Source: an optimization exercise on an open RTL-to-GDS flow (aim: small area and few clock cycles). Production flows keep margins and buffers that such runs may drop.
The RTL was checked by simulation tests, not by an equivalence proof against the original design.
Power figures rest on the tool's default switching activity, not on a simulated workload.

== juniper ==
// rv_exec_core
module rv_exec_core (
   input  logic        clk,
   input  logic        arst_n,
   input  logic        inst_valid,
   output logic        inst_ready,
   input  logic [31:0] inst,
   output logic        res_valid,
   input  logic        res_ready,
   output logic [4:0]  res_rd,
   output logic [31:0] res_value,
   output logic        res_illegal
);
   localparam int QW    = rv_exec_pkg::QW;
   localparam int DEPTH = 5;
   logic [QW-1:0]       q_mem [DEPTH];
   logic [DEPTH*QW-1:0] q_flat;
   logic [DEPTH-1:0]    wp, rp;
   logic [2:0]          count;
   logic [QW-1:0]       in_entry, head;
   logic                full, q_valid, push, exec;
   logic [31:0]      rf [1:31];
   logic [32*31-1:0] rf_flat;
   logic [31:1]      rf_v;
   logic [31:1]      we;
   logic [4:0]       x_rd;
   logic [31:0]      x_value;
   logic             x_illegal, x_legal;
   assign full       = (count == 3'(DEPTH));
   assign q_valid    = (count != 3'd0);
   assign inst_ready = !full;
   assign push       = inst_valid && !full;
   assign exec       = q_valid && (!res_valid || res_ready);
   inst_decoder u_inst_decoder (.inst(inst), .entry(in_entry));
   for (genvar k = 0; k < DEPTH; k++) begin : g_q
      assign q_flat[QW*k +: QW] = q_mem[k];
      logic [QW-1:0] nxt;
      logic          en;
      assign en = push && wp[k];
      hold_word #(.W(QW)) u_h (.q(q_mem[k]), .d(in_entry), .en(en), .en_n(!en), .y(nxt));
      always_ff @(posedge clk) q_mem[k] <= nxt;
   end
   q_rd u_q_rd (.d(q_flat), .s(rp), .q(head));
   always_ff @(posedge clk or negedge arst_n) begin
      if (!arst_n) begin
         wp    <= DEPTH'(1);
         rp    <= DEPTH'(1);
         count <= '0;
      end else begin
         if (push) wp <= {wp[DEPTH-2:0], wp[DEPTH-1]};
         if (exec) rp <= {rp[DEPTH-2:0], rp[DEPTH-1]};
  ...
For scale: roughly 4,200 cells after synthesis, roughly 1,200 flip-flops, about 76 I/O pins, ~0.050 mm2 of cells after synthesis.
==> flow/config.mk <==
export PLATFORM = sky130hd
export DESIGN_NAME = rv_exec_core
export DESIGN_NICKNAME = rv_exec_core
export VERILOG_FILES = /design/flow/design.v
export SDC_FILE = /design/flow/constraint.sdc
export NUM_CORES = 4
export LEC_CHECK = 0
export CAP_MARGIN = 12
export CELL_PAD_IN_SITES_DETAIL_PLACEMENT = 0
export CELL_PAD_IN_SITES_GLOBAL_PLACEMENT = 0
export CORE_MARGIN = 2
export CORE_UTILIZATION = 58
export CTS_BUF_LIST = sky130_fd_sc_hd__clkbuf_16
export CTS_CLUSTER_DIAMETER = 90
export CTS_CLUSTER_SIZE = 26
export GPL_TIMING_DRIVEN = 0
export PLACE_DENSITY = 0.68
export SLEW_MARGIN = 12
export SYNTH_HIERARCHICAL = 1
export SYNTH_MINIMUM_KEEP_SIZE = 0
==> flow/constraint.sdc <==
create_clock -name core_clock -period 10.0 [get_ports {clk}]
set_input_delay 2.0000 -clock core_clock [delete_from_list [all_inputs] [get_ports {clk}]]
set_output_delay 2.0000 -clock core_clock [all_outputs]
set_load 0.01 [all_outputs]
run.sh (not shown) runs the stock make flow with config.mk's settings and CLKGATE_MAP_FILE= SYNTH_SCRIPT=/design/flow/synth_recipe.tcl, a recipe that flattens the netlist after the stock synthesis.
| juniper | all stages done | FAIL | slew limit |
Testbench counts of juniper, summed over its fixed seeds: cycles 18,370.
#### Input delta (lagoon over juniper)
Settings: swapping 0.68 for 0.65 in PLACE_DENSITY; swapping 12 for 15 in SLEW_MARGIN; swapping 58 for 55 in CORE_UTILIZATION; swapping 12 for 15 in CAP_MARGIN.
Results
- lagoon closes out successfully: all stages finished, all timing, DRC and antenna checks passed.
- Status: worst hold slack parity (juniper, lagoon)
- For the number of antenna violations at the first check in global routing, lagoon came in 15 lower than juniper did.
- Final cell count for lagoon: 56 up relative to juniper
- [compare] base=juniper new=lagoon: wire length of the first global-routing pass rose 2.3%; minimum period implied by the final worst setup slack -0.25 ns; number of cells on the worst reg-to-reg path has increased; layout overhead on the synthesized area increased by 1.8 points relative to the old numbers.
- Measured against each other, lagoon and juniper differ in sequential share of layout area, the higher figure coming from juniper.
- Global-route usage | lagoon below juniper
- Per the comparison of lagoon with juniper, combinational power level, actual slew at the worst max-slew pin has decreased.
Modified inputs, delta compared to lagoon
Settings: a change of SLEW_MARGIN from 15 to 12.
## What came out
Relative to lagoon, total detailed-routing wirelength decreased by 1500 um in delta.
Synthesized instance count came out exactly the same in lagoon and delta.
Post-route antenna net violation count across lagoon and delta: no real change.
STATUS run=delta STAGES=ALL_DONE FINAL_CHECKS=FAILED CAUSE=slew limit
In delta relative to lagoon, worst vdd rail ir drop had gone up by a few percent.
Measured against each other, lagoon and delta differ in sequential share of layout area, the lower figure coming from lagoon.


rv_exec_core, a different RTL version from the one above (not shown whole).
Size: about 76 I/O pins, ~50000 um2 of cells after synthesis.
clock: 10.0 ns
lec_check: 0
cap_margin: 10
cell_pad_in_sites_detail_placement: 0
cell_pad_in_sites_global_placement: 0
core_margin: 2
core_utilization: 55
cts_buf_list: sky130_fd_sc_hd__clkbuf_16
cts_cluster_diameter: 100
cts_cluster_size: 30
gpl_timing_driven: 0
place_density: 0.65
slew_margin: 10
synth_hierarchical: 1
synth_minimum_keep_size: 0
Testbench counts at the start, summed over its fixed seeds: cycles 18,370.
Edit:
- CAP_MARGIN: 10 -> 20
- SLEW_MARGIN: 10 -> 20
After rerunning: Sequential power stays flat; final cell count rose by 0.35%; register-to-register slack improved by 270 ps; worst hold slack got worse by 3.2 ps; synthesized area is unchanged; wire length rose by 0.69%; setup slack improved by 270 ps; design area rose by 1.2%; global-route usage rose by 0.37 points.

[re-timing with driven ports]
How much do the figures lean on ideal ports? The routed layouts below were timed once more, with nothing changed but the port constraints. Step 1 (the two cells are an assumption about what drives the block):
set clk [get_ports {clk}]
set_driving_cell -lib_cell sky130_fd_sc_hd__clkbuf_16 $clk
set_driving_cell -lib_cell sky130_fd_sc_hd__buf_2 [delete_from_list [all_inputs] $clk]
Step 2 times the ports against the registers' clock, not the clock port: input delays grow and output delays shrink by t, the midpoint of the rising clock arrivals with the driver on. a / b / c = ideal ports / drivers / drivers and shift; a / b = the first two.
run | shift t [ns] | slack for setup (ns) | hold slack, ns | worst setup path after step 2 | slew at the worst register clock pin (ns)
juniper | 0.766 | 0.493 / 0.493 / 0.493 | 0.487 / 0.487 / 0.487 | register to register | 0.12 / 0.12
lagoon | 0.774 | 0.740 / 0.740 / 0.740 | 0.488 / 0.488 / 0.488 | register to register | 0.11 / 0.11
delta | 0.765 | 0.548 / 0.548 / 0.548 | 0.489 / 0.489 / 0.489 | register to register | 0.12 / 0.12
the first run of note 2 | 0.752 | 1.001 / 1.001 / 1.001 | 0.493 / 0.493 / 0.493 | register to register | 0.12 / 0.12
the second run of note 2 | 0.765 | 1.272 / 1.272 / 1.272 | 0.490 / 0.490 / 0.490 | register to register | 0.12 / 0.12
